Background: an optimization exercise with open tools, aiming at small area, a short achievable clock period and few clock cycles per item. Do not read the settings as production practice. Only simulation tests tie the RTL to the original design; equivalence was not proved.

File: design/flow/config.mk
export PLATFORM = sky130hd
export DESIGN_NAME = mod_exp
export DESIGN_NICKNAME = mod_exp
export VERILOG_FILES = /design/flow/design.v
export SDC_FILE = /design/flow/constraint.sdc
export NUM_CORES = 4
export LEC_CHECK = 0
export ABC_CLOCK_PERIOD_IN_PS = 4000
export CAP_MARGIN = 20
export CORE_MARGIN = 2
export CORE_UTILIZATION = 40
export SLEW_MARGIN = 20
File: design/flow/run.sh
#!/bin/bash
# synth_recipe.tcl (not shown) runs the flow's synth.tcl, then flattens the netlist and writes it again
# the make line also repeats each setting of config.mk as NAME=value (left out here)
make -C /OpenROAD-flow-scripts/flow DESIGN_CONFIG=/design/flow/config.mk WORK_HOME=/design/flow/orfs CLKGATE_MAP_FILE= SYNTH_SCRIPT=/design/flow/synth_recipe.tcl finish
File: design/flow/design.v
`timescale 1ns/1ps
`default_nettype none
module csa_row #(
    parameter int W = 132
) (
    input  logic [W-1:0] x,
    input  logic [W-1:0] y,
    input  logic [W-1:0] z,
    output logic [W-1:0] s,
    output logic [W-1:0] c
);
    logic [W-1:0] maj;
    assign s   = x ^ y ^ z;
    assign maj = (x & y) | (x & z) | (y & z);
    assign c   = {maj[W-2:0], 1'b0};    
endmodule
`default_nettype wire
`timescale 1ns/1ps
`default_nettype none
module operand_store #(
    parameter int U = 4
) (
    input  logic         clk,
    input  logic         load_fire,
    input  logic [2:0]   load_idx,
    input  logic [15:0]  m_word,
    input  logic [15:0]  e_word,
    input  logic [15:0]  n_word,
    input  logic [15:0]  t_word,
    input  logic [15:0]  nprime0,
    input  logic         wr_c,
    input  logic         wr_m,
    input  logic [126:0] sum,
    input  logic [1:0]   a_src,      
    input  logic [$clog2(128/U)-1:0] a_idx,
    input  logic [U-1:0] a_const,
    output logic [U-1:0] a_digit,
    input  logic [6:0]   e_idx,
    output logic         e_bit,
    input  logic [2:0]   res_idx,
    output logic [15:0]  res_word,
    output logic [126:0] c_q,
    output logic [125:0] n_q,
    output logic [U-1:0] np_q
);
    localparam logic [1:0] A_C   = 2'd0;
    localparam logic [1:0] A_M   = 2'd1;
    localparam logic [1:0] A_SUM = 2'd2;
    logic [127:0] n_r;       
    logic [127:0] e_r;
    logic [127:0] m_r;       
    logic [127:0] c_r;
    always_ff @(posedge clk) begin
        if (load_fire) begin
            n_r[load_idx*16 +: 16] <= n_word;
            e_r[load_idx*16 +: 16] <= e_word;
            if (load_idx == 3'd0) begin
                np_q <= nprime0[U-1:0];
            end
        end
        if (load_fire) begin
            m_r[load_idx*16 +: 16] <= m_word;
        end else if (wr_m) begin
            m_r <= {1'b0, sum};
        end
        if (load_fire) begin
            c_r[load_idx*16 +: 16] <= t_word;
        end else if (wr_c) begin
            c_r <= {1'b0, sum};
        end
    end
    always_comb begin
        case (a_src)
            A_C:     a_digit = c_r[a_idx*U +: U];
            A_M:     a_digit = m_r[a_idx*U +: U];
            A_SUM:   a_digit = sum[U-1:0];
            default: a_digit = a_const;
        endcase
    end
    logic [127:0] c_q_ext;
    assign c_q      = c_r[126:0];
    assign c_q_ext  = {1'b0, c_r[126:0]};
    assign n_q      = n_r[125:0];
    assign e_bit    = e_r[e_idx];
    assign res_word = c_q_ext[res_idx*16 +: 16];
endmodule
`default_nettype wire
`timescale 1ns/1ps
`default_nettype none
module mont_mult #(
    parameter int U = 4
) (
    input  logic         clk,
    input  logic         run,       
    input  logic [U-1:0] a,         
    input  logic [126:0] b,         
    input  logic [125:0] n,         
    input  logic [U-1:0] np,        
    output logic [126:0] sum        
);
    localparam int W = 132;
    logic [127:0] ss, sc;
    logic         cin;
    logic [U-1:0] lo, q;
    always_comb begin
        lo = ss[U-1:0] + sc[U-1:0] + U'(cin) + U'(a * b[U-1:0]);
        q  = U'(lo * np);
    end
    logic [W-1:0] pa0;
    assign pa0 = W'(b & {127{a[0]}}) << 0;
    logic [W-1:0] pa1;
    assign pa1 = (W'(b & {127{a[1]}}) << 1) | W'(cin);
    logic [W-1:0] pa2;
    assign pa2 = W'(b & {127{a[2]}}) << 2;
    logic [W-1:0] pa3;
    assign pa3 = W'(b & {127{a[3]}}) << 3;
    logic [W-1:0] ts0, tc0;
    csa_row #(.W(W)) u_t0 (.x(W'(ss)), .y(W'(sc)), .z(pa0), .s(ts0), .c(tc0));
    logic [W-1:0] ts1, tc1;
    csa_row #(.W(W)) u_t1 (.x(pa1), .y(pa2), .z(pa3), .s(ts1), .c(tc1));
    logic [W-1:0] ts2, tc2;
    csa_row #(.W(W)) u_t2 (.x(ts0), .y(tc0), .z(ts1), .s(ts2), .c(tc2));
    logic [W-1:0] ts3, tc3;
    csa_row #(.W(W)) u_t3 (.x(ts2), .y(tc2), .z(tc1), .s(ts3), .c(tc3));
    logic [W-1:0] pq0;
    assign pq0 = W'(n & {126{q[0]}}) << 0;
    logic [W-1:0] pq1;
    assign pq1 = W'(n & {126{q[1]}}) << 1;
    logic [W-1:0] pq2;
    assign pq2 = W'(n & {126{q[2]}}) << 2;
    logic [W-1:0] pq3;
    assign pq3 = W'(n & {126{q[3]}}) << 3;
    logic [W-1:0] rs4, rc4;
    csa_row #(.W(W)) u_r4 (.x(ts3), .y(tc3), .z(pq0), .s(rs4), .c(rc4));
    logic [W-1:0] rs5, rc5;
    csa_row #(.W(W)) u_r5 (.x(pq1), .y(pq2), .z(pq3), .s(rs5), .c(rc5));
    logic [W-1:0] rs6, rc6;
    csa_row #(.W(W)) u_r6 (.x(rs4), .y(rc4), .z(rs5), .s(rs6), .c(rc6));
    logic [W-1:0] rs7, rc7;
    csa_row #(.W(W)) u_r7 (.x(rs6), .y(rc6), .z(rc5), .s(rs7), .c(rc7));
    wire [W-1:0] xs = rs7;
    wire [W-1:0] xc = rc7;
    always_ff @(posedge clk) begin
        if (run) begin
            ss  <= xs[U +: 128];
            sc  <= xc[U +: 128];
            cin <= |xs[U-1:0];    
        end else begin
            ss  <= '0;
            sc  <= '0;
            cin <= 1'b0;
        end
    end
    assign sum = 127'(ss + sc + 128'(cin));
endmodule
`default_nettype wire
`timescale 1ns/1ps
`default_nettype none
module mod_exp_ctrl #(
    parameter int U = 4
) (
    input  logic         clk,
    input  logic         reset,
    input  logic         load_valid,
    output logic         load_ready,
    output logic         load_fire,
    output logic [2:0]   load_idx,
    output logic         res_valid,
    input  logic         res_ready,
    output logic [2:0]   res_idx,
    output logic [6:0]   e_idx,
    input  logic         e_bit,
    output logic         run,
    output logic         wr_c,
    output logic         wr_m,
    output logic [1:0]   a_src,
    output logic [$clog2(128/U)-1:0] a_idx,
    output logic [U-1:0] a_const
);
    localparam int D   = 128 / U;
    localparam int IW  = $clog2(D);
    localparam logic [IW-1:0] LAST = IW'(D - 1);
    localparam logic [1:0] A_C   = 2'd0;
    localparam logic [1:0] A_M   = 2'd1;
    localparam logic [1:0] A_SUM = 2'd2;
    localparam logic [1:0] A_K   = 2'd3;
    localparam logic [1:0] S_LOAD = 2'd0;
    localparam logic [1:0] S_SCAN = 2'd1;
    localparam logic [1:0] S_RUN  = 2'd2;
    localparam logic [1:0] S_OUT  = 2'd3;
    localparam logic [1:0] OP_MBAR  = 2'd0;
    localparam logic [1:0] OP_SQR   = 2'd1;
    localparam logic [1:0] OP_MUL   = 2'd2;
    localparam logic [1:0] OP_FINAL = 2'd3;
    logic [1:0]    state;
    logic [1:0]    op;
    logic [IW-1:0] it;
    logic          conv;       
    logic          ezero;      
    logic [1:0]    nxt;        
    assign load_ready = (state == S_LOAD);
    assign load_fire  = load_valid && load_ready;
    assign res_valid  = (state == S_OUT);
    assign run        = (state == S_RUN) && !conv;
    assign wr_c       = (state == S_RUN) && conv;
    assign wr_m       = wr_c && (op == OP_MBAR);
    always_comb begin
        case (op)
            OP_MBAR: nxt = (e_idx == 7'd0) ? OP_FINAL : OP_SQR;
            OP_SQR:  nxt = e_bit ? OP_MUL : ((e_idx == 7'd0) ? OP_FINAL : OP_SQR);
            default: nxt = (e_idx == 7'd0) ? OP_FINAL : OP_SQR;
        endcase
    end
    always_comb begin
        a_idx   = it + 1'b1;
        a_const = '0;
        a_src   = A_K;
        if (state == S_SCAN) begin
            a_idx   = '0;
            a_src   = e_bit ? A_M : A_K;
            a_const = U'(1);
        end else if (conv) begin
            a_idx   = '0;
            a_const = U'(1);
            case (nxt)
                OP_SQR:  a_src = A_SUM;
                OP_MUL:  a_src = A_M;
                default: a_src = A_K;
            endcase
        end else begin
            case (op)
                OP_SQR:          a_src = A_C;
                OP_MUL, OP_MBAR: a_src = ezero ? A_K : A_M;
                default:         a_src = A_K;
            endcase
        end
    end
    always_ff @(posedge clk or posedge reset) begin
        if (reset) begin
            state    <= S_LOAD;
            op       <= OP_MBAR;
            it       <= '0;
            conv     <= 1'b0;
            ezero    <= 1'b0;
            load_idx <= '0;
            res_idx  <= '0;
            e_idx    <= 7'd127;
        end else begin
            case (state)
                S_LOAD: begin
                    if (load_valid) begin
                        load_idx <= load_idx + 1'b1;
                        if (load_idx == 3'd7) begin
                            e_idx <= 7'd127;
                            state <= S_SCAN;
                        end
                    end
                end
                S_SCAN: begin
                    if (e_bit || e_idx == 7'd0) begin
                        ezero <= !e_bit;
                        op    <= OP_MBAR;
                        it    <= '0;
                        conv  <= 1'b0;
                        state <= S_RUN;
                    end else begin
                        e_idx <= e_idx - 1'b1;
                    end
                end
                S_RUN: begin
                    if (!conv) begin
                        it <= it + 1'b1;
                        if (it == LAST) begin
                            conv <= 1'b1;
                        end
                    end else begin
                        conv <= 1'b0;
                        it   <= '0;
                        if (op == OP_FINAL) begin
                            state <= S_OUT;
                        end else begin
                            op <= nxt;
                            if (!(op == OP_SQR && e_bit) && e_idx != 7'd0) begin
                                e_idx <= e_idx - 1'b1;
                            end
                        end
                    end
                end
                default: begin
                    if (res_ready) begin
                        res_idx <= res_idx + 1'b1;
                        if (res_idx == 3'd7) begin
                            state <= S_LOAD;
                        end
                    end
                end
            endcase
        end
    end
endmodule
`default_nettype wire
`timescale 1ns/1ps
`default_nettype none
module mod_exp #(
    parameter int NUM_WORDS  = 8,
    parameter int WORD_WIDTH = 16
) (
    input  logic                  clk,
    input  logic                  reset,
    input  logic                  load_valid,
    output logic                  load_ready,
    input  logic [WORD_WIDTH-1:0] m_word,
    input  logic [WORD_WIDTH-1:0] e_word,
    input  logic [WORD_WIDTH-1:0] n_word,
    input  logic [WORD_WIDTH-1:0] r_word,
    input  logic [WORD_WIDTH-1:0] t_word,
    input  logic [WORD_WIDTH-1:0] nprime0,
    output logic                  res_valid,
    input  logic                  res_ready,
    output logic [WORD_WIDTH-1:0] res_word
);
    localparam int U  = 4;                  
    localparam int IW = $clog2(128 / U);
    logic         load_fire;
    logic [2:0]   load_idx;
    logic [2:0]   res_idx;
    logic [6:0]   e_idx;
    logic         e_bit;
    logic         run;
    logic         wr_c;
    logic         wr_m;
    logic [1:0]   a_src;
    logic [IW-1:0] a_idx;
    logic [U-1:0] a_const;
    logic [U-1:0] a_digit;
    logic [U-1:0] a_q;
    logic [126:0] sum;
    logic [126:0] c_q;
    logic [125:0] n_q;
    logic [U-1:0] np_q;
    logic [WORD_WIDTH-1:0] unused_r;
    assign unused_r = r_word;
    mod_exp_ctrl #(.U(U)) ctrl_i (
        .clk        (clk),
        .reset      (reset),
        .load_valid (load_valid),
        .load_ready (load_ready),
        .load_fire  (load_fire),
        .load_idx   (load_idx),
        .res_valid  (res_valid),
        .res_ready  (res_ready),
        .res_idx    (res_idx),
        .e_idx      (e_idx),
        .e_bit      (e_bit),
        .run        (run),
        .wr_c       (wr_c),
        .wr_m       (wr_m),
        .a_src      (a_src),
        .a_idx      (a_idx),
        .a_const    (a_const)
    );
    operand_store #(.U(U)) store_i (
        .clk       (clk),
        .load_fire (load_fire),
        .load_idx  (load_idx),
        .m_word    (m_word),
        .e_word    (e_word),
        .n_word    (n_word),
        .t_word    (t_word),
        .nprime0   (nprime0),
        .wr_c      (wr_c),
        .wr_m      (wr_m),
        .sum       (sum),
        .a_src     (a_src),
        .a_idx     (a_idx),
        .a_const   (a_const),
        .a_digit   (a_digit),
        .e_idx     (e_idx),
        .e_bit     (e_bit),
        .res_idx   (res_idx),
        .res_word  (res_word),
        .c_q       (c_q),
        .n_q       (n_q),
        .np_q      (np_q)
    );
    always_ff @(posedge clk) begin
        a_q <= a_digit;
    end
    mont_mult #(.U(U)) mont_mult_i (
        .clk (clk),
        .run (run),
        .a   (a_q),
        .b   (c_q),
        .n   (n_q),
        .np  (np_q),
        .sum (sum)
    );
endmodule
`default_nettype wire
File: design/flow/constraint.sdc
create_clock -name core_clock -period 11.0 [get_ports {clk}]
set_input_delay 2.2000 -clock core_clock [delete_from_list [all_inputs] [get_ports {clk}]]
set_output_delay 2.2000 -clock core_clock [all_outputs]
set_load 0.01 [all_outputs]
==> results by group, run 1 <==
Status
  – Status: complete, no violations

Timing
  – Final hold slack: 0.4778 ns
  – Fmax: 0.1356 GHz
  – Final setup fails: 0
  – Max-slew violations: 0
  – Max-slew headroom: 0.1437
  – Post-layout min period: 7.375 ns
  – Crit share post-route: 0.6704
  – Unrepaired setup endpoints after global routing: no
  – Final hold violation count: 0
  – Setup tns final: 0 ns
  – Worst-Margin Slew: 1.284 ns
  – Worst Clk Skew: 0.05988 ns

Final layout
  – P&R area growth vs syn: 8.997%
  – Layout cell share with drive strength beyond 1: 0.06395
  – Most frequent cells in the layout: 1304 x nand2_1, 1014 x fa_1, 754 x inv_1, 514 x edfxtp_1, 428 x nor2_1
  – NumNets Final: 8485
  – Fill count: 17240
  – Commonest non-fill, non-tap cell in the layout: nand2_1

GRT
  – Largest net degree at the start of global routing: 220
  – Gr usage total: 0.2748
  – First-pass GRT wire length: 378800 um
  – Number of global-route vias before repair: 57950
  – Initial antenna violation count: 22
  – GR Overflow Total: 0

Clocking
  – CTS buffer count: 101
  – H-tree depth: 3
  – Maximum clock path buffer count: 3
  – CTS sink cnt: 799
  – CTS clock-pin slew for the worst setup and hold paths: 0.06 ns
  – CTS Root Buffer Type: clkbuf_16
  – Clk Latency, worst-skew pair: 0.78 ns
  – Post-CTS Hold Fix Bufs: 0
  – Post-CTS sizing: 0
  – # Post-CTS Setup Buffers: 0
  – CTS tree: yes

Synth
  – Mean Syn Cell Area: 9.770 um2
  – FF+latch count, synth: 799
  – Synthesized cell area: 72360 um2
  – Area leader, netlist: fa_1
  – Synth area leaders: fa_1 28%, edfxtp_1 21%, dfxtp_1 7.2%
  – Cells after Synth: 7406
  – Share of the synthesized area in the top cell type: 0.2806
  – Mapped Nets: 8692
  – Post-synth ARST share: 0.03004
  – Ys flop type: edfxtp_1
  – Sequential-to-total area share from yosys stat: 0.2940
  – Yosys warnings: 4
  – EDFF count, synth: 514
  – Cell variety after synth: 83

Floorplan
  – Die area: 184300 um2
  – Core ar.: 180200 um2
  – FP Rows: 156
  – Initial Util: 0.4016
  – Io pins: 118
  – Die height: 429.3 um
  – Die W: 429.3 um

Route
  – Initial drt markers: 6210
  – Via/cell ratio: 5.881
  – DR DRC count: 0
  – Total number of vias: 57070
  – First-pass DRT Iterations: 6
  – DRT antenna net count: 0
  – Avg WL per Cell: 26.13 um
  – Detailed Route WL: 253600 um

Critical path
  – Crit Reg-Reg Endpoint: mont_mult_i.ss[64]$_SDFF_PN0_
  – Worst R2R Path Depth: 20
  – Largest stage delay, worst path: 0.76 ns
  – R2r startpoint: a_q[0]$_DFF_P_
  – Worst setup EP type: register
  – Crit. Startpoint: a_q[0]$_DFF_P_
  – R2r setup slk: 3.63 ns
  – WP data required: 11.65 ns
  – Data arrival, critical path: 8.02 ns
  – Crit-path cells: buf_4, and2_1, ha_1, inv_1, fa_1, nor2b_1, ha_1, ha_1, xor2_1, xnor2_1, xnor2_1, xnor2_1, xnor2_2, buf_4, nand2_1, fa_1, fa_1, inv_1, fa_1, and3_1
  – Critical path type: reg2reg
  – Type of origin of the critical path: register
  – Max FO, Critical Path: 74
  – CP max-delay cell: dfxtp_4
  – Critical path capture point: mont_mult_i.ss[64]$_SDFF_PN0_
  – Most used cell, CP: fa_1

Flow run
  – Max Cap Viol: 0

Place
  – RD Place Congestion: 0.9668
  – Final HPWL DP: 183700 um
  – Number of port buffers: 89

Min path
  – Hold Crit Class: reg2reg
==> metal layers <==
metal  vias up  part of all wire  routed length (um)  global-route usage
li1      24610                 -                   -                   -
met1     29080              0.40              100500              0.3605
met2      2746              0.45              115300              0.4311
met3       623             0.087               22080             0.05333
met4         4             0.062               15690              0.1457
met5         -          0.000099                  25                   0
==> worst max-delay path, delay by kind of cell, from the launching register on <==
kind / cells / cell delay (ns)
XOR/XNOR: 5 / 1.21
adder cells (fa/ha/maj): 7 / 2.71
buffers and inverters: 4 / 1.57
flip-flops: 1 / 0.76
AND/OR/NAND/NOR: 4 / 0.79
==> cells in the mapped netlist (all sizes together), types with 13 or more instances <==
cell type and number:
o21a 19, o21bai 41, fa 1014, a21o 94
a21oi 269, dfxtp 261, o221ai 15, or2 13
nor4 15, nor2b 47, dfrtp 17, o21ai 390
a21boi 15, a211o 16, inv 755, edfxtp 514
ha 172, a31oi 22, nor2 431, a211oi 42
nand3 37, a221oi 252, xor2 45, mux4 62
mux2 63, mux2i 44, or3 14, nor3 39
o22ai 91, o31ai 19, buf 78, and3 279
clkbuf 426, nand4 72, and2 168, nand2 1312
xnor2 83, nand2b 46
==> worst min path at each step <==
stage	start	to	depth (start not counted)
final	ctrl_i.it[4]$_DFFE_PP0P_	ctrl_i.it[4]$_DFFE_PP0P_	2
after global routing	ctrl_i.it[4]$_DFFE_PP0P_	ctrl_i.it[4]$_DFFE_PP0P_	2
after CTS	ctrl_i.it[4]$_DFFE_PP0P_	ctrl_i.it[4]$_DFFE_PP0P_	2
after detailed placement	ctrl_i.it[4]$_DFFE_PP0P_	ctrl_i.it[4]$_DFFE_PP0P_	2
after global placement	ctrl_i.it[4]$_DFFE_PP0P_	ctrl_i.it[4]$_DFFE_PP0P_	2
after floorplan	ctrl_i.it[4]$_DFFE_PP0P_	ctrl_i.it[4]$_DFFE_PP0P_	2
==> stage by stage <==
step | std cells | setup slack (ns) | utilization | cell area [um2]
after floorplan | 7406 | 0.4661 | - | 72360
final | 9704 | 3.625 | 0.4378 | 78870
after global routing | 9667 | 3.267 | 0.4372 | 78770
after detailed placement | 9466 | 3.608 | 0.4184 | 75380
after CTS | 9657 | 3.567 | 0.4371 | 78750
after global placement | 9465 | 3.665 | 0.4183 | 75360
==> area by class of cell <==
| cell class | instances | area [um2] | share of cell area |
|---|---|---|---|
| Inverter | 757 | 2854 | 0.03619 |
| Sequential cell | 799 | 21290 | 0.2699 |
| Tap cell | 2370 | 2965 | 0.03760 |
| Antenna cell | 47 | 117.6 | 0.001491 |
| Clock inverter | 63 | 624.3 | 0.007917 |
| Multi-Input combinational cell | 5346 | 46570 | 0.5905 |
| Timing Repair Buffer | 194 | 1704 | 0.02161 |
| Clock buffer | 128 | 2741 | 0.03476 |
==> cell families (layout without fill, tap and decap cells) <==
family | after synthesis | after routing | share of synthesized area
AND/OR/NAND/NOR | 2494 | 2494 | 0.1546
AO/OA/AOI/OAI | 1369 | 1369 | 0.1247
flip-flops | 799 | 799 | 0.2940
buffers and inverters | 1261 | 1142 | 0.06571
XOR/XNOR | 128 | 128 | 0.01549
other | 0 | 47 | 0
adder cells (fa/ha/maj) | 1186 | 1186 | 0.3103
multiplexers | 169 | 169 | 0.03519
==> registers in the layout, indices dropped and copies added, names as in the netlist <==
register and flops:
mont_mult_i.ss 128, store_i.e_r 128, mont_mult_i.sc 128, a_q 4
ctrl_i.ezero 1, mont_mult_i.cin 1, ctrl_i.op 2, store_i.np_q 4
ctrl_i.res_idx 3, ctrl_i.it 5, store_i.n_r 126, ctrl_i.state 2
ctrl_i.conv 1, store_i.c_r 128, store_i.m_r 128, ctrl_i.e_idx 7
ctrl_i.load_idx 3
Testbench counts, summed over its fixed seeds: cycles 202,513, items 32.
==> inputs of run 2 (changes only) <==
--- a/design/flow/design.v
+++ b/design/flow/design.v
@@ -99,22 +99,23 @@
     output logic [126:0] sum        
 );
-    localparam int W = 132;
-    logic [127:0] ss, sc;
-    logic         cin;
-    logic [U-1:0] lo, q;
+    localparam int VW = 132;
+    localparam int W  = 136;
+    logic [VW-1:0] vs, vc;
+    logic          cin;
+    logic [U-1:0]  lo, q;
     always_comb begin
-        lo = ss[U-1:0] + sc[U-1:0] + U'(cin) + U'(a * b[U-1:0]);
+        lo = vs[U-1:0] + vc[U-1:0] + U'(cin);
         q  = U'(lo * np);
     end
     logic [W-1:0] pa0;
-    assign pa0 = W'(b & {127{a[0]}}) << 0;
+    assign pa0 = W'(b & {127{a[0]}}) << 4;
     logic [W-1:0] pa1;
-    assign pa1 = (W'(b & {127{a[1]}}) << 1) | W'(cin);
+    assign pa1 = W'(b & {127{a[1]}}) << 5;
     logic [W-1:0] pa2;
-    assign pa2 = W'(b & {127{a[2]}}) << 2;
+    assign pa2 = W'(b & {127{a[2]}}) << 6;
     logic [W-1:0] pa3;
-    assign pa3 = W'(b & {127{a[3]}}) << 3;
+    assign pa3 = W'(b & {127{a[3]}}) << 7;
     logic [W-1:0] ts0, tc0;
-    csa_row #(.W(W)) u_t0 (.x(W'(ss)), .y(W'(sc)), .z(pa0), .s(ts0), .c(tc0));
+    csa_row #(.W(W)) u_t0 (.x(W'(vs)), .y(W'(vc)), .z(pa0), .s(ts0), .c(tc0));
     logic [W-1:0] ts1, tc1;
     csa_row #(.W(W)) u_t1 (.x(pa1), .y(pa2), .z(pa3), .s(ts1), .c(tc1));
@@ -126,5 +127,5 @@
     assign pq0 = W'(n & {126{q[0]}}) << 0;
     logic [W-1:0] pq1;
-    assign pq1 = W'(n & {126{q[1]}}) << 1;
+    assign pq1 = (W'(n & {126{q[1]}}) << 1) | W'(cin);
     logic [W-1:0] pq2;
     assign pq2 = W'(n & {126{q[2]}}) << 2;
@@ -143,14 +144,14 @@
     always_ff @(posedge clk) begin
         if (run) begin
-            ss  <= xs[U +: 128];
-            sc  <= xc[U +: 128];
+            vs  <= xs[U +: VW];
+            vc  <= xc[U +: VW];
             cin <= |xs[U-1:0];    
         end else begin
-            ss  <= '0;
-            sc  <= '0;
+            vs  <= '0;
+            vc  <= '0;
             cin <= 1'b0;
         end
     end
-    assign sum = 127'(ss + sc + 128'(cin));
+    assign sum = 127'(vs + vc + VW'(cin));
 endmodule
 `default_nettype wire
@@ -179,6 +180,8 @@
 );
     localparam int D   = 128 / U;
-    localparam int IW  = $clog2(D);
-    localparam logic [IW-1:0] LAST = IW'(D - 1);
+    localparam int AW  = $clog2(D);
+    localparam int IW  = AW + 1;
+    localparam logic [IW-1:0] LAST = IW'(D);        
+    localparam logic [IW-1:0] LDIG = IW'(D - 1);    
     localparam logic [1:0] A_C   = 2'd0;
     localparam logic [1:0] A_M   = 2'd1;
@@ -213,5 +216,5 @@
     end
     always_comb begin
-        a_idx   = it + 1'b1;
+        a_idx   = AW'(it + 1'b1);
         a_const = '0;
         a_src   = A_K;
@@ -228,4 +231,6 @@
                 default: a_src = A_K;
             endcase
+        end else if (it == LDIG) begin
+            a_src = A_K;                  
         end else begin
             case (op)
==> run 2 against run 1 <==
  * Still clean on timing, DRC and antenna
  * Sequential cell count increased by 9
  * Synthesized area decreased by 0.41%
  * Sequential share of layout area increased by 0.44 points
  * Global-route usage decreased by 0.45 points
  * Final area decreased by 0.74%
  * Final cell count decreased by 4.9%
  * Critical path type unchanged
==> results by group, run 2 <==
Synth
  – Most frequent cells after synthesis: 1060 x nand2_1, 1011 x fa_1, 760 x inv_1
  – Cells after Synth: 6993 (-5.6%)
  – Cell variety after synth: 85 (+2.4%)
  – Mean Syn Cell Area: 10.30 um2 (+5.5%)
  – Yosys warnings: 4 (unchanged)
  – Ys flop type: edfxtp_1
  – FF+latch count, synth: 808 (+1.1%)
  – Synthesized cell area: 72060 um2 (-0.41%)
  – Synth area leaders: fa_1 28%, edfxtp_1 21%, dfxtp_1 7.5%
  – Count leader, synth: nand2_1
  – Mapped Nets: 8292 (-4.6%)
  – Sequential-to-total area share from yosys stat: 0.2977 (+0.003769)
  – Post-synth ARST share: 0.03094 (+0.0009030)
  – Area leader, netlist: fa_1
  – Share of the synthesized area in the top cell type: 0.2809 (+0.0003113)
  – EDFF count, synth: 514 (unchanged)

Floorplan
  – Die area: 183600 um2 (-0.40%)
  – Die W: 428.4 um (-0.20%)
  – Die height: 428.4 um (-0.20%)
  – Io pins: 118 (unchanged)
  – Initial Util: 0.4030 (+0.001385)
  – Core ar.: 178800 um2 (-0.75%)
  – FP Rows: 155 (-0.64%)

Clocking
  – Maximum clock path buffer count: 3 (unchanged)
  – CTS Root Buffer Type: clkbuf_16
  – CTS tree: yes
  – Post-CTS sizing: 0 (unchanged)
  – CTS sink cnt: 808 (+1.1%)
  – H-tree depth: 3 (unchanged)
  – CTS buffer count: 101 (unchanged)
  – Clk Latency, worst-skew pair: 0.77 ns (about the same)
  – Post-CTS Hold Fix Bufs: 0 (unchanged)
  – # Post-CTS Setup Buffers: 0 (unchanged)
  – CTS clock-pin slew for the worst setup and hold paths: 0.06 ns (about the same)

Critical path
  – Critical path type: reg2reg
  – Crit Reg-Reg Endpoint: mont_mult_i.cin$_SDFF_PN0_
  – Data arrival, critical path: 7.43 ns (-0.59 ns)
  – R2r startpoint: mont_mult_i.vs[0]$_SDFF_PN0_
  – Max FO, Critical Path: 71 (-4.1%)
  – WP data required: 11.59 ns (-0.06 ns)
  – Worst R2R Path Depth: 20 (unchanged)
  – R2r setup slk: 4.17 ns (+0.54 ns)
  – Type of origin of the critical path: register
  – Worst setup EP type: register

Route
  – Avg WL per Cell: 26.90 um (+2.9%)
  – Total number of vias: 54850 (-3.9%)
  – Initial drt markers: 6455 (+3.9%)
  – Via/cell ratio: 5.945 (+1.1%)
  – First-pass DRT Iterations: 6 (unchanged)
  – DRT antenna net count: 0 (unchanged)
  – DR DRC count: 0 (unchanged)
  – Detailed Route WL: 248200 um (-2.1%)

Place
  – RD Place Congestion: 0.9867 (+2.1%)
  – Final HPWL DP: 177600 um (-3.3%)
  – Pre-CTS worst setup slack: 4.163 ns (+0.5551 ns)
  – Number of port buffers: 89 (unchanged)

Timing
  – Final hold violation count: 0 (unchanged)
  – Final WS setup: 4.165 ns (+0.5397 ns)
  – Max-slew violations: 0 (unchanged)
  – Worst Clk Skew: 0.04102 ns (-0.01886 ns)
  – Fmax: 0.1463 GHz (+7.9%)
  – Worst-Margin Slew: 1.340 ns (+0.05558 ns)
  – Final setup fails: 0 (unchanged)
  – Crit share post-route: 0.6213 (-0.04907)
  – Max-slew headroom: 0.1066 (-0.03706)
  – Unrepaired setup endpoints after global routing: no
  – Setup tns final: 0 ns (unchanged)
  – Post-layout min period: 6.835 ns (-0.5397 ns)

Final layout
  – Most frequent cells in the layout: 1049 x nand2_1, 1011 x fa_1, 760 x inv_1, 514 x edfxtp_1, 440 x and2_1
  – Commonest non-fill, non-tap cell in the layout: nand2_1
  – Area of the multi-input gates: 46170 um2 (-0.86%)
  – NumNets Final: 8083 (-4.7%)
  – Fin util: 0.4378 (about the same)
  – P&R area growth vs syn: 8.633%
  – Sequential Area: 21470 um2 (+0.86%)
  – Layout cell share with drive strength beyond 1: 0.06669 (+0.002737)
  – Biggest regs: mont_mult_i.vc: 132 flops, mont_mult_i.vs: 132 flops
  – Fill count: 17020 (-1.3%)

Min path
  – Hold Crit Class: reg2reg
  – Hold Path End: ctrl_i.it[5]$_DFFE_PP0P_
  – Cells on Worst Hold Path: 1 (-1)
  – Hold Startpoint: ctrl_i.it[5]$_DFFE_PP0P_

GRT
  – Largest net degree at the start of global routing: 171 (-22%)
  – GR Overflow Total: 0 (unchanged)
  – Number of global-route vias before repair: 55510 (-4.2%)
  – Gr usage total: 0.2703 (-0.004513)
  – First-pass GRT wire length: 371500 um (-1.9%)
  – Initial antenna violation count: 19 (-14%)

Status
  – Status: complete, no violations

Flow run
  – Max Cap Viol: 0 (unchanged)
run 2: changes by cell type after synthesis, sizes merged, moves of 42 or more:
cell    delta
and2     +277
mux2      -42
and3     -263
o21ai    -238
a22o     +253
o22ai     -89
clkbuf    -45
mux4      +42
nand2    -251
run 2: cell families (layout without fill, tap and decap cells):
logic type,after synthesis,after routing,synth area share
simple gates,2227,2227,0.1412
buf+inv,1244,1119,0.06542
compound gates,1208,1208,0.1232
fa+ha+maj,1199,1199,0.3135
flops,808,808,0.2977
mux,182,182,0.04370
xor+xnor,125,125,0.01519
other cells,0,4,0
run 2: routing by layer:
layer,share of wire,up-vias,global-route usage
li1,-,23130,-
met4,0.052,10,0.1162
met2,0.44,2756,0.4093
met3,0.097,461,0.05774
met1,0.41,28490,0.3750
met5,0.00048,-,0
run 2: through the flow:
step	std cells	hold slack (ns)	cell area [um2]
4_1_cts	9221	0.5114	78200
3_3_place_gp	9034	0.4947	74940
2_1_floorplan	6993	0.4606	72070
5_1_grt	9225	0.5356	78280
6_report	9227	0.5223	78280
3_5_place_dp	9034	0.4999	74940
run 2: final cells by class:
cell class	count	share of cell area
Antenna cell	4	0.0001279
Timing Repair Buffer	169	0.01976
Inverter	763	0.03668
Multi-Input combinational cell	4941	0.5898
Clock inverter	59	0.006985
Sequential cell	808	0.2743
Clock buffer	128	0.03473
Tap cell	2355	0.03764
run 2: how the worst max path moves through the flow:
stage | startpoint | depth (start not counted) | end
after global placement | mont_mult_i.vs[0]$_SDFF_PN0_ | 20 | mont_mult_i.cin$_SDFF_PN0_
final | mont_mult_i.vs[0]$_SDFF_PN0_ | 20 | mont_mult_i.cin$_SDFF_PN0_
after CTS | mont_mult_i.vs[0]$_SDFF_PN0_ | 20 | mont_mult_i.cin$_SDFF_PN0_
after detailed placement | mont_mult_i.vs[0]$_SDFF_PN0_ | 20 | mont_mult_i.cin$_SDFF_PN0_
after floorplan | load_valid | 6 | store_i.m_r[93]$_DFFE_PP_
after global routing | mont_mult_i.vs[0]$_SDFF_PN0_ | 20 | mont_mult_i.cin$_SDFF_PN0_
run 2: critical path, cell delays in order (launching register included):
cell	delay, ns
dfxtp_1	0.32
fa_1	0.46
inv_1	0.09
fa_1	0.57
nor2b_1	0.19
ha_1	0.25
ha_1	0.33
ha_4	0.17
xnor2_1	0.17
xnor2_1	0.10
xnor2_1	0.30
xnor2_2	0.15
buf_4	0.57
buf_4	0.91
nand2_1	0.19
fa_1	0.55
fa_1	0.54
inv_1	0.05
fa_1	0.42
nor3_1	0.17
a21oi_1	0.10
Testbench counts of run 2, summed over its fixed seeds: cycles 208,632, items 32.
==> inputs of run 3 (changes only) <==
--- a/design/flow/config.mk
+++ b/design/flow/config.mk
@@ -6,7 +6,7 @@
 export NUM_CORES = 4
 export LEC_CHECK = 0
-export ABC_CLOCK_PERIOD_IN_PS = 4000
 export CAP_MARGIN = 20
 export CORE_MARGIN = 2
-export CORE_UTILIZATION = 40
+export CORE_UTILIZATION = 55
+export SETUP_SLACK_MARGIN = 5
 export SLEW_MARGIN = 20
==> run 3 against run 2 <==
  * Still clean on timing, DRC and antenna
  * Sequential cell count unchanged
  * Fmax increased by 18%
  * Synthesized cell count is the same
  * Routed wire length shrank 1.8%
  * Final cell count down 6.5%
  * Setup slack improved by 1.0 ns
  * Global-route usage increased by 9.7 points
  * Count of clock-buffer cells in the layout is 9 lower
  * Critical path type unchanged
  * Largest cell class unchanged
==> results by group, run 3 <==
Clocking
  – CTS Root Buffer Type: clkbuf_16
  – CTS buffer count: 99 (-2.0%)
  – # Post-CTS Setup Buffers: 0 (unchanged)
  – Clk Latency, worst-skew pair: 0.76 ns (about the same)
  – Post-CTS Hold Fix Bufs: 0 (unchanged)
  – CTS clock-pin slew for the worst setup and hold paths: 0.07 ns (about the same)
  – CTS tree: yes
  – CTS sink cnt: 808 (unchanged)
  – Maximum clock path buffer count: 3 (unchanged)
  – H-tree depth: 3 (unchanged)

Min path
  – Hold Startpoint: ctrl_i.res_idx[1]$_DFFE_PP0P_
  – Cells on Worst Hold Path: 1 (unchanged)
  – Hold Path End: ctrl_i.res_idx[1]$_DFFE_PP0P_
  – Hold Crit Class: reg2reg

Final layout
  – Cell Count, Final, Fillers Out: 8626 (-6.5%)
  – NumNets Final: 8090 (+0.087%)
  – Most frequent cells in the layout: 1049 x nand2_1, 1010 x fa_1, 760 x inv_1, 514 x edfxtp_1, 440 x and2_1
  – Biggest regs: mont_mult_i.vc: 132 flops, mont_mult_i.vs: 132 flops
  – Fin util: 0.5991 (+0.1613)
  – Fill count: 11130 (-35%)
  – P&R area growth vs syn: 7.926%
  – Layout cell share with drive strength beyond 1: 0.06675 (+0.00006785)
  – Sequential Area: 21470 um2 (about the same)
  – Commonest non-fill, non-tap cell in the layout: nand2_1
  – Area of the multi-input gates: 46170 um2 (unchanged)

Route
  – Met2 wire len: 106300 um (-2.3%)
  – Met3 WL post-DR: 29970 um (+24%)
  – First-pass DRT Iterations: 5 (-1)
  – Avg WL per Cell: 28.27 um (+5.1%)
  – Total number of vias: 54980 (+0.24%)
  – DR top layer: met5
  – Detailed Route WL: 243900 um (-1.8%)
  – DRT antenna net count: 0 (unchanged)
  – Via/cell ratio: 6.374 (+7.2%)
  – Metal1 wirelength: 97230 um (-4.9%)
  – Initial drt markers: 7088 (+9.8%)
  – DR DRC count: 0 (unchanged)

Synth
  – Main combinational cell family by area after synthesis: adder cells
  – Count leader, synth: nand2_1
  – Area leader, netlist: fa_1
  – Synthesized cell area: 72060 um2 (unchanged)
  – Mapped Nets: 8292 (unchanged)
  – Post-synth ARST share: 0.03094 (unchanged)
  – Cell variety after synth: 85 (unchanged)
  – Adder-Cell Fraction of Synth Area: 0.3135 (unchanged)
  – FF+latch count, synth: 808 (unchanged)
  – Sequential-to-total area share from yosys stat: 0.2977 (unchanged)
  – EDFF count, synth: 514 (unchanged)
  – Synth Area in Compound Gates: 0.1232 (unchanged)
  – Most frequent cells after synthesis: 1060 x nand2_1, 1011 x fa_1, 760 x inv_1
  – Post-Synth Simple-Gate Area: 0.1412 (unchanged)
  – Synth area leaders: fa_1 28%, edfxtp_1 21%, dfxtp_1 7.5%
  – Mean Syn Cell Area: 10.30 um2 (unchanged)
  – Xor/xnor share of the synthesized area: 0.01519 (unchanged)
  – Yosys warnings: 4 (unchanged)
  – Mux cell area share after synthesis: 0.04370 (unchanged)
  – Ys flop type: edfxtp_1
  – Share of the synthesized area in the top cell type: 0.2809 (unchanged)
  – Cells after Synth: 6993 (unchanged)

GRT
  – Number of global-route vias before repair: 55230 (-0.49%)
  – First-pass GRT wire length: 365700 um (-1.6%)
  – GR Overflow Total: 0 (unchanged)
  – Largest net degree at the start of global routing: 142 (-17%)
  – Gr usage total: 0.3675 (+0.09713)
  – Initial antenna violation count: 16 (-3)

Critical path
  – Max FO, Critical Path: 4 (-94%)
  – Crit Reg-Reg Endpoint: store_i.m_r[111]$_DFFE_PP_
  – R2r startpoint: mont_mult_i.vc[1]$_SDFF_PN0_
  – R2r setup slk: 5.19 ns (+1.03 ns)
  – Data arrival, critical path: 6.29 ns (-1.14 ns)
  – Type of origin of the critical path: register
  – Worst setup EP type: register
  – Worst R2R Path Depth: 15 (-25%)
  – WP data required: 11.48 ns (-0.11 ns)
  – Critical path type: reg2reg

Floorplan
  – Die area: 133900 um2 (-27%)
  – Die height: 366.0 um (-15%)
  – FP Rows: 132 (-15%)
  – Initial Util: 0.5551 (+0.1521)
  – Core ar.: 129800 um2 (-27%)
  – Die W: 366.0 um (-15%)
  – Io pins: 118 (unchanged)

Place
  – Number of port buffers: 89 (unchanged)
  – RD Place Congestion: 1.021 (+3.5%)
  – Placed Cells: 8430 (-6.7%)
  – Final HPWL DP: 176200 um (-0.82%)

Timing
  – Max-slew violations: 0 (unchanged)
  – Fmax: 0.1723 GHz (+18%)
  – Unrepaired setup endpoints after global routing: no
  – Final hold slack: 0.5105 ns (-0.01187 ns)
  – Max-slew headroom: 0.1221 (+0.01552)
  – Final hold violation count: 0 (unchanged)
  – Setup tns final: 0 ns (unchanged)
  – Crit share post-route: 0.5277 (-0.09360)
  – Final setup fails: 0 (unchanged)
  – Post-layout min period: 5.805 ns (-1.030 ns)
  – Worst-Margin Slew: 1.311 ns (-0.02921 ns)
  – Worst Clk Skew: 0.03945 ns (-0.001570 ns)

Status
  – Status: complete, no violations

Flow run
  – Max Cap Viol: 0 (unchanged)
-- run 3: cell counts after synthesis --
No cell type changed its count.
-- run 3: final cells by class --
class,instances,area share
diodes,8,0.0002574
clock buffers,119,0.03321
clock inverters,67,0.01068
inverters,763,0.03692
multi-input cells,4941,0.5936
flip-flops and latches,808,0.2761
well taps,1742,0.02802
repair buffers,178,0.02120
-- run 3: routing by layer --
layer | vias up | track usage
met2 | 3015 | 0.5429
met3 | 444 | 0.1041
met1 | 28360 | 0.5178
li1 | 23160 | -
met5 | - | 0
met4 | 10 | 0.1371
-- run 3: timing repair --
item,4_1_cts,5_1_grt
endpoints found under the hold margin,0,0
gates resized for setup,4,9
setup endpoints to repair,96,199
pin swaps,0,1
-- run 3: worst max path at each step --
stage	from	endpoint	slack (ns)
floorplan	mont_mult_i.vs[0]$_SDFF_PN0_	mont_mult_i.vs[100]$_SDFF_PN0_	5.62
global placement	mont_mult_i.vs[0]$_SDFF_PN0_	mont_mult_i.vs[102]$_SDFF_PN0_	4.80
detailed placement	mont_mult_i.vs[0]$_SDFF_PN0_	mont_mult_i.vs[92]$_SDFF_PN0_	4.72
CTS	mont_mult_i.vs[0]$_SDFF_PN0_	mont_mult_i.vs[102]$_SDFF_PN0_	5.04
global route	mont_mult_i.vs[0]$_SDFF_PN0_	mont_mult_i.cin$_SDFF_PN0_	5.01
finish	mont_mult_i.vc[1]$_SDFF_PN0_	store_i.m_r[111]$_DFFE_PP_	5.19
-- run 3: kinds of logic after synthesis --
logic type / Yosys count
AO/OA/AOI/OAI: 1208
XOR/XNOR: 125
adder cells (fa/ha/maj): 1199
buffers and inverters: 1244
flip-flops: 808
multiplexers: 182
AND/OR/NAND/NOR: 2227
-- run 3: stage by stage --
step                setup slack, ns  instance area, um2
global placement              4.799               74230
global route                  5.006               77750
CTS                           5.038               77660
detailed placement            4.724               74230
floorplan                     5.615               72080
finish                        5.195               77770
-- run 3: worst max-delay path, stage by stage, from the launching register on --
cell and delay, ns:
dfxtp_1 0.34, ha_1 0.18, inv_1 0.06, fa_1 0.39
a21oi_1 0.26, o2111ai_1 0.27, and3_1 0.29, nor3_1 0.65
o211ai_1 0.42, a2111oi_1 0.51, buf_4 0.23, o21ai_0 0.37
o41ai_4 0.76, a21oi_1 0.13, o21ai_0 0.55, nor2_1 0.11
==> inputs of run 4 (changes only) <==
==> design/flow/flow/run.sh (new file) <==
#!/bin/bash
set -euo pipefail
bash standard.sh SETUP_SLACK_MARGIN=6.5 finish > standard_flow.log 2>&1
==> design/flow/standard.sh (new file) <==
#!/bin/bash
# synth_recipe.tcl (not shown) runs the flow's synth.tcl, then flattens the netlist and writes it again
# the make line also repeats each setting of config.mk as NAME=value (left out here)
make -C /OpenROAD-flow-scripts/flow DESIGN_CONFIG=/design/flow/config.mk WORK_HOME=/design/flow/orfs CLKGATE_MAP_FILE= SYNTH_SCRIPT=/design/flow/synth_recipe.tcl "${@:-finish}"
removed: design/flow/run.sh
==> run 4 against run 3 <==
  * Core utilization grew 2.2 points
  * Sequential cell count unchanged
  * Critical path depth up 6
  * Still clean
  * Via count grew 2.5%
  * Highest routed layer unchanged
==> results by group, run 4 <==
Synth
  – Mapped Nets: 8292 (unchanged)
  – Yosys warnings: 4 (unchanged)
  – Share of the synthesized area in the top cell type: 0.2809 (unchanged)
  – Count leader, synth: nand2_1
  – Sequential-to-total area share from yosys stat: 0.2977 (unchanged)
  – FF+latch count, synth: 808 (unchanged)
  – Mean Syn Cell Area: 10.30 um2 (unchanged)
  – Most frequent cells after synthesis: 1060 x nand2_1, 1011 x fa_1, 760 x inv_1
  – Ys flop type: edfxtp_1
  – Synthesized cell area: 72060 um2 (unchanged)
  – Post-synth ARST share: 0.03094 (unchanged)
  – EDFF count, synth: 514 (unchanged)
  – Area leader, netlist: fa_1
  – Synth area leaders: fa_1 28%, edfxtp_1 21%, dfxtp_1 7.5%
  – Cell variety after synth: 85 (unchanged)
  – Cells after Synth: 6993 (unchanged)

GRT
  – First-pass GRT wire length: 385400 um (+5.4%)
  – GR Overflow Total: 0 (unchanged)
  – Gr usage total: 0.3921 (+0.02465)
  – Number of global-route vias before repair: 56530 (+2.3%)
  – Largest net degree at the start of global routing: 271 (+91%)
  – Initial antenna violation count: 17 (+1)

Critical path
  – Crit. Startpoint: mont_mult_i.vs[0]$_SDFF_PN0_
  – Worst setup EP type: register
  – Crit-path cells: fa_2, inv_2, fa_2, xnor2_2, and2_1, ha_4, ha_4, xnor2_2, xnor2_2, xnor2_2, xnor2_4, buf_12, buf_12, buf_12, buf_16, nand2_4, fa_1, fa_2, inv_2, fa_2, and2_1
  – Crit Reg-Reg Endpoint: mont_mult_i.vs[86]$_SDFF_PN0_
  – Worst R2R Path Depth: 21 (+6)
  – CP max-delay cell: fa_2
  – R2r startpoint: mont_mult_i.vs[0]$_SDFF_PN0_
  – R2r setup slk: 5.81 ns (+0.62 ns)
  – Critical path capture point: mont_mult_i.vs[86]$_SDFF_PN0_
  – CP delay by family, top: adder cells
  – CP Depth: 21 (+6)
  – WP data required: 11.69 ns (+0.21 ns)
  – Crit path buffers/inverters: 6 (+4)
  – Type of origin of the critical path: register
  – Max FO, Critical Path: 6 (+2)
  – Largest stage delay, worst path: 0.56 ns (-0.20 ns)
  – Critical path type: reg2reg
  – Data arrival, critical path: 5.88 ns (-0.41 ns)

Final layout
  – NumNets Final: 8178 (+1.1%)
  – Cell area after layout: 80610 um2 (+3.6%)
  – Layout cell share with drive strength beyond 1: 0.1170 (+0.05028)
  – Most frequent cells in the layout: 983 x nand2_1, 942 x fa_1, 726 x inv_1, 514 x edfxtp_1, 424 x nor2_1
  – Biggest regs: mont_mult_i.vc: 132 flops, mont_mult_i.vs: 132 flops
  – Fill count: 10760 (-3.4%)
  – Area of the multi-input gates: 47380 um2 (+2.6%)
  – P&R area growth vs syn: 11.86%
  – Cell Count, Final, Fillers Out: 8723 (+1.1%)
  – Fin util: 0.6210 (+0.02184)
  – Commonest non-fill, non-tap cell in the layout: nand2_1
  – Sequential Area: 21480 um2 (about the same)

Clocking
  – Post-CTS Hold Fix Bufs: 0 (unchanged)
  – CTS tree: yes
  – CTS Root Buffer Type: clkbuf_16
  – CTS buffer count: 101 (+2.0%)
  – Maximum clock path buffer count: 3 (unchanged)
  – CTS sink cnt: 808 (unchanged)
  – H-tree depth: 3 (unchanged)
  – CTS clock-pin slew for the worst setup and hold paths: 0.06 ns (about the same)
  – Clk Latency, worst-skew pair: 0.76 ns (about the same)

Floorplan
  – Initial Util: 0.5551 (unchanged)
  – Die W: 366.0 um (unchanged)
  – Core ar.: 129800 um2 (unchanged)
  – FP Rows: 132 (unchanged)
  – Die height: 366.0 um (unchanged)
  – Io pins: 118 (unchanged)
  – Die area: 133900 um2 (unchanged)

Route
  – DR DRC count: 0 (unchanged)
  – DRT antenna net count: 0 (unchanged)
  – DR top layer: met5
  – Initial drt markers: 6956 (-1.9%)
  – Avg WL per Cell: 29.86 um (+5.6%)
  – Total number of vias: 56360 (+2.5%)
  – Metal1 wirelength: 103600 um (+6.6%)
  – Met3 WL post-DR: 34250 um (+14%)
  – Via/cell ratio: 6.461 (+1.4%)
  – First-pass DRT Iterations: 6 (+1)
  – Detailed Route WL: 260500 um (+6.8%)
  – Met2 wire len: 110500 um (+4.0%)

Timing
  – Worst-Margin Slew: 1.387 ns (+0.07637 ns)
  – Max-slew violations: 0 (unchanged)
  – Worst Clk Skew: 0.04719 ns (+0.007740 ns)
  – Post-layout min period: 5.190 ns (-0.6152 ns)
  – Max-slew headroom: 0.07229 (-0.04985)
  – Unrepaired setup endpoints after global routing: yes
  – Crit share post-route: 0.4718 (-0.05593)
  – Final WS setup: 5.810 ns (+0.6152 ns)
  – Final setup fails: 0 (unchanged)
  – Final hold violation count: 0 (unchanged)
  – Setup tns final: 0 ns (unchanged)
  – Fmax: 0.1927 GHz (+12%)

Flow run
  – Max Cap Viol: 0 (unchanged)

Place
  – RD Place Congestion: 0.9797 (-4.0%)
  – Cell area after placement: 74330 um2 (+0.13%)
  – Pre-CTS worst setup slack: 4.702 ns (-0.02168 ns)
  – Number of port buffers: 89 (unchanged)
  – Final HPWL DP: 180100 um (+2.3%)
  – Placed Cells: 8428 (-0.024%)

Min path
  – Hold Crit Class: reg2reg

Status
  – Status: complete, no violations
run 4: cell counts after synthesis:
No cell type changed its count.
run 4: worst register-to-register path, cell delays in order, from the launching register on:
cell and delay [ns]:
dfxtp_1 0.38, fa_2 0.24, inv_2 0.04, fa_2 0.38
xnor2_2 0.37, and2_1 0.24, ha_4 0.22, ha_4 0.16
xnor2_2 0.14, xnor2_2 0.15, xnor2_2 0.26, xnor2_4 0.17
buf_12 0.19, buf_12 0.16, buf_12 0.12, buf_16 0.15
nand2_4 0.06, fa_1 0.49, fa_2 0.56, inv_2 0.04
fa_2 0.50, and2_1 0.11
run 4: kinds of logic after synthesis:
| family | Yosys count | share of synthesized area |
|---|---|---|
| mux | 182 | 0.04370 |
| flops | 808 | 0.2977 |
| fa+ha+maj | 1199 | 0.3135 |
| simple gates | 2227 | 0.1412 |
| xor+xnor | 125 | 0.01519 |
| compound gates | 1208 | 0.1232 |
| buf+inv | 1244 | 0.06542 |
run 4: timing repair:
action	CTS	global route
resized for setup	299	207
setup buffers	58	16
pin swaps	82	108
cloned	14	0
hold endpoints to repair	0	0
endpoints found under the setup margin	705	385
run 4: metal layers:
metal / vias to the layer above / track usage
met3: 524 / 0.1318
li1: 23350 / -
met4: 12 / 0.1557
met2: 3362 / 0.5636
met5: - / 0
met1: 29110 / 0.5487
run 4: metrics by stage:
stage,hold WS (ns)
2_1_floorplan,0.4606
3_3_place_gp,0.4886
3_5_place_dp,0.5070
4_1_cts,0.5162
5_1_grt,0.5367
6_report,0.5429
run 4: worst min-delay path by stage:
stage	startpoint	endpoint	cells after the start
after floorplan	ctrl_i.it[5]$_DFFE_PP0P_	ctrl_i.it[5]$_DFFE_PP0P_	1
after global placement	ctrl_i.it[5]$_DFFE_PP0P_	ctrl_i.it[5]$_DFFE_PP0P_	1
after detailed placement	ctrl_i.it[5]$_DFFE_PP0P_	ctrl_i.it[5]$_DFFE_PP0P_	1
after CTS	ctrl_i.it[5]$_DFFE_PP0P_	ctrl_i.it[5]$_DFFE_PP0P_	1
after global routing	ctrl_i.it[5]$_DFFE_PP0P_	ctrl_i.it[5]$_DFFE_PP0P_	1
final	ctrl_i.it[5]$_DFFE_PP0P_	ctrl_i.it[5]$_DFFE_PP0P_	1
run 4: final cells by class:
cell class,count,area share
Antenna cell,17,0.0005277
Sequential cell,808,0.2665
Timing Repair Buffer,262,0.03910
Clock inverter,64,0.01034
Multi-Input combinational cell,4943,0.5878
Tap cell,1742,0.02704
Clock buffer,124,0.03305
Inverter,763,0.03568
==> inputs of run 5 (changes only) <==
--- a/design/flow/config.mk
+++ b/design/flow/config.mk
@@ -8,5 +8,5 @@
 export CAP_MARGIN = 20
 export CORE_MARGIN = 2
-export CORE_UTILIZATION = 55
+export CORE_UTILIZATION = 65
 export SETUP_SLACK_MARGIN = 5
 export SLEW_MARGIN = 20
==> run 5 against run 4 <==
  * Sequential share of layout area up 0.20 points
  * Fmax down 1.7%
  * Still clean on timing, DRC and antenna
  * Critical path depth up 1
==> results by group, run 5 <==
Synth
  – Sequential-to-total area share from yosys stat: 0.2977 (unchanged)
  – Synth area leaders: fa_1 28%, edfxtp_1 21%, dfxtp_1 7.5%
  – Post-synth ARST share: 0.03094 (unchanged)
  – Mean Syn Cell Area: 10.30 um2 (unchanged)
  – Cells after Synth: 6993 (unchanged)
  – Most frequent cells after synthesis: 1060 x nand2_1, 1011 x fa_1, 760 x inv_1
  – Share of the synthesized area in the top cell type: 0.2809 (unchanged)
  – Synthesized cell area: 72060 um2 (unchanged)
  – Yosys warnings: 4 (unchanged)
  – Ys flop type: edfxtp_1
  – FF+latch count, synth: 808 (unchanged)
  – Cell variety after synth: 85 (unchanged)
  – Mapped Nets: 8292 (unchanged)
  – Area leader, netlist: fa_1
  – EDFF count, synth: 514 (unchanged)
  – Count leader, synth: nand2_1

GRT
  – Initial antenna violation count: 8 (-9)
  – Global route hottest layer: met2
  – Number of global-route vias before repair: 56420 (-0.20%)
  – GR Overflow Total: 0 (unchanged)
  – GR Util met2: 0.6341 (+0.07054)
  – Gr usage total: 0.4448 (+0.05271)
  – M1 GR Usage: 0.6110 (+0.06223)
  – First-pass GRT wire length: 368100 um (-4.5%)
  – Grt met3 use: 0.1517 (+0.01985)
  – Largest net degree at the start of global routing: 129 (-52%)

Min path
  – Hold Path End: ctrl_i.it[5]$_DFFE_PP0P_
  – Hold Startpoint: ctrl_i.it[5]$_DFFE_PP0P_
  – Hold Crit Class: reg2reg
  – Cells on Worst Hold Path: 1 (unchanged)

Critical path
  – Largest stage delay, worst path: 0.56 ns (about the same)
  – CP max-delay cell: fa_2
  – Worst setup EP type: register
  – Most used cell, CP: fa_2
  – Max FO, Critical Path: 7 (+1)
  – Type of origin of the critical path: register
  – WP data required: 11.71 ns (+0.02 ns)
  – Crit-path cells: fa_2, inv_2, fa_2, nor2b_4, ha_4, ha_4, ha_4, xnor2_4, xnor2_2, xnor2_2, xnor2_4, buf_12, buf_16, buf_12, buf_16, buf_12, nand2_4, fa_1, fa_2, inv_2, fa_2, and2_1
  – R2r startpoint: mont_mult_i.cin$_SDFF_PN0_
  – R2r setup slk: 5.72 ns (-0.09 ns)
  – Critical path type: reg2reg
  – Data arrival, critical path: 5.99 ns (+0.11 ns)
  – Worst R2R Path Depth: 22 (+4.8%)
  – Crit Reg-Reg Endpoint: mont_mult_i.vs[56]$_SDFF_PN0_

Final layout
  – Biggest regs: mont_mult_i.vc: 132 flops, mont_mult_i.vs: 132 flops
  – Commonest non-fill, non-tap cell in the layout: nand2_1
  – NumNets Final: 8170 (-0.098%)
  – Layout cell share with drive strength beyond 1: 0.1164 (-0.0006611)
  – P&R area growth vs syn: 10.98%
  – Most frequent cells in the layout: 972 x nand2_1, 937 x fa_1, 726 x inv_1, 514 x edfxtp_1, 426 x nor2_1
  – Fin util: 0.7247 (+0.1037)
  – Cell Count, Final, Fillers Out: 8453 (-3.1%)

Status
  – Status: complete, no violations

Floorplan
  – Die W: 337.0 um (-7.9%)
  – Die area: 113500 um2 (-15%)
  – FP Rows: 122 (-7.6%)
  – Initial Util: 0.6529 (+0.09784)
  – Io pins: 118 (unchanged)
  – Die height: 337.0 um (-7.9%)
  – Core ar.: 110400 um2 (-15%)

Timing
  – Unrepaired setup endpoints after global routing: yes
  – Worst-Margin Slew: 1.292 ns (-0.09487 ns)
  – Max-slew headroom: 0.1366 (+0.06432)
  – Final setup fails: 0 (unchanged)
  – Setup tns final: 0 ns (unchanged)
  – Crit share post-route: 0.4802 (+0.008379)
  – Final hold slack: 0.5369 ns (-0.006073 ns)
  – Fmax: 0.1893 GHz (-1.7%)
  – Worst Clk Skew: 0.05482 ns (+0.007624 ns)
  – Max-slew violations: 0 (unchanged)
  – Final hold violation count: 0 (unchanged)
  – Post-layout min period: 5.282 ns (+0.09217 ns)

Clocking
  – CTS Root Buffer Type: clkbuf_16
  – CTS clock-pin slew for the worst setup and hold paths: 0.06 ns (about the same)
  – H-tree depth: 3 (unchanged)
  – CTS sink cnt: 808 (unchanged)
  – Maximum clock path buffer count: 3 (unchanged)
  – Clk Latency, worst-skew pair: 0.77 ns (about the same)
  – CTS buffer count: 94 (-6.9%)
  – Post-CTS Hold Fix Bufs: 0 (unchanged)
  – CTS tree: yes

Route
  – Via/cell ratio: 6.752 (+4.5%)
  – Initial drt markers: 7940 (+14%)
  – First-pass DRT Iterations: 9 (+3)
  – Avg WL per Cell: 29.67 um (-0.64%)
  – DR DRC count: 0 (unchanged)
  – DRT antenna net count: 0 (unchanged)
  – Detailed Route WL: 250800 um (-3.7%)
  – Total number of vias: 57070 (+1.3%)

Place
  – Placed Cells: 8156 (-3.2%)
  – RD Place Congestion: 1.013 (+3.4%)
  – Number of port buffers: 89 (unchanged)
  – Final HPWL DP: 170300 um (-5.4%)

Flow run
  – Max Cap Viol: 0 (unchanged)
## run 5: cell families (layout without fill, tap and decap cells)
kind of cell | after synthesis | count (layout) | synth area share
multiplexers | 182 | 182 | 0.04370
adder cells (fa/ha/maj) | 1199 | 1199 | 0.3135
AO/OA/AOI/OAI | 1208 | 1208 | 0.1232
other | 0 | 13 | 0
XOR/XNOR | 125 | 125 | 0.01519
flip-flops | 808 | 808 | 0.2977
buffers and inverters | 1244 | 1203 | 0.06542
AND/OR/NAND/NOR | 2227 | 2227 | 0.1412
## run 5: per-stage QoR
step | setup WS, ns | cell area, um2
final | 5.718 | 79980
after global routing | 5.612 | 79950
after CTS | 5.778 | 78880
after detailed placement | 4.357 | 73860
after global placement | 4.495 | 73850
after floorplan | 6.062 | 72170
## run 5: cell type report
type / instances / area, um2
fill: 7901 / 30390
antenna: 13 / 32.53
clock inverter: 43 / 549.3
timing repair buffer: 262 / 3171
sequential: 808 / 21480
multi-input combinational: 4941 / 47340
tap: 1488 / 1862
timing repair inverter: 1 / 8.758
clock buffer: 134 / 2655
inverter: 763 / 2880
## run 5: per-layer routing
layer / share of wire / vias to the layer above
met3: 0.14 / 777
met2: 0.42 / 3957
met1: 0.37 / 28990
li1: - / 23340
met5: 0.00042 / -
met4: 0.061 / 12
## run 5: timing repair
action                     4_1_cts  5_1_grt
gates cloned                    13        4
setup endpoints to repair      632      312
gates resized for setup        274      218
setup buffers                   58       27
pin swaps                      165      108
## run 5: worst max-delay path, delay by kind of cell, from the launching register on
kind                       cells  cell delay (ns)
xor gates and xnor gates       4             0.70
adders and majority gates      8             3.02
buffers and inverters          7             0.87
DFF                            1             0.34
and+or+nand+nor                3             0.29
## run 5: how the worst max path moves through the flow
| stage | start | end | depth (start not counted) |
|---|---|---|---|
| final | mont_mult_i.cin$_SDFF_PN0_ | mont_mult_i.vs[56]$_SDFF_PN0_ | 22 |
| after global routing | mont_mult_i.vc[0]$_SDFF_PN0_ | mont_mult_i.vs[56]$_SDFF_PN0_ | 22 |
| after CTS | mont_mult_i.vs[0]$_SDFF_PN0_ | mont_mult_i.vs[7]$_SDFF_PN0_ | 21 |
| after detailed placement | mont_mult_i.cin$_SDFF_PN0_ | mont_mult_i.vs[48]$_SDFF_PN0_ | 19 |
| after global placement | mont_mult_i.cin$_SDFF_PN0_ | mont_mult_i.vs[69]$_SDFF_PN0_ | 19 |
| after floorplan | mont_mult_i.cin$_SDFF_PN0_ | mont_mult_i.vs[104]$_SDFF_PN0_ | 19 |

port drivers added, routing unchanged:
The flow's constraints put no driver on any port. The routed layouts listed below were extracted and timed again, unchanged, in two steps. Step 1 assumes that a clkbuf_16 drives the clock port and a buf_2 every other input. Step 2 moves the port delays by t, midway between the first and last clock arrival at a register: inputs arrive t later, outputs are due t later. That takes back most of the time a late clock gives input paths. Slacks: ideal / step 1 / step 2; pairs: ideal / step 1.
| run | t, ns | setup slack, ns | cell pins on the clock port's net |
|---|---|---|---|
| run 1 | 0.833 | 3.625 / 3.625 / 3.625 | 1 |
| run 2 | 0.833 | 4.165 / 4.165 / 4.165 | 1 |
| run 3 | 0.823 | 5.195 / 5.195 / 5.166 | 1 |
| run 4 | 0.817 | 5.810 / 5.810 / 5.804 | 1 |
| run 5 | 0.821 | 5.718 / 5.718 / 5.718 | 1 |
After both steps every run listed still meets setup and hold. For run 3, which loses most, drivers alone change the setup slack by 0.000 ns; drivers and shift together by -0.029 ns.
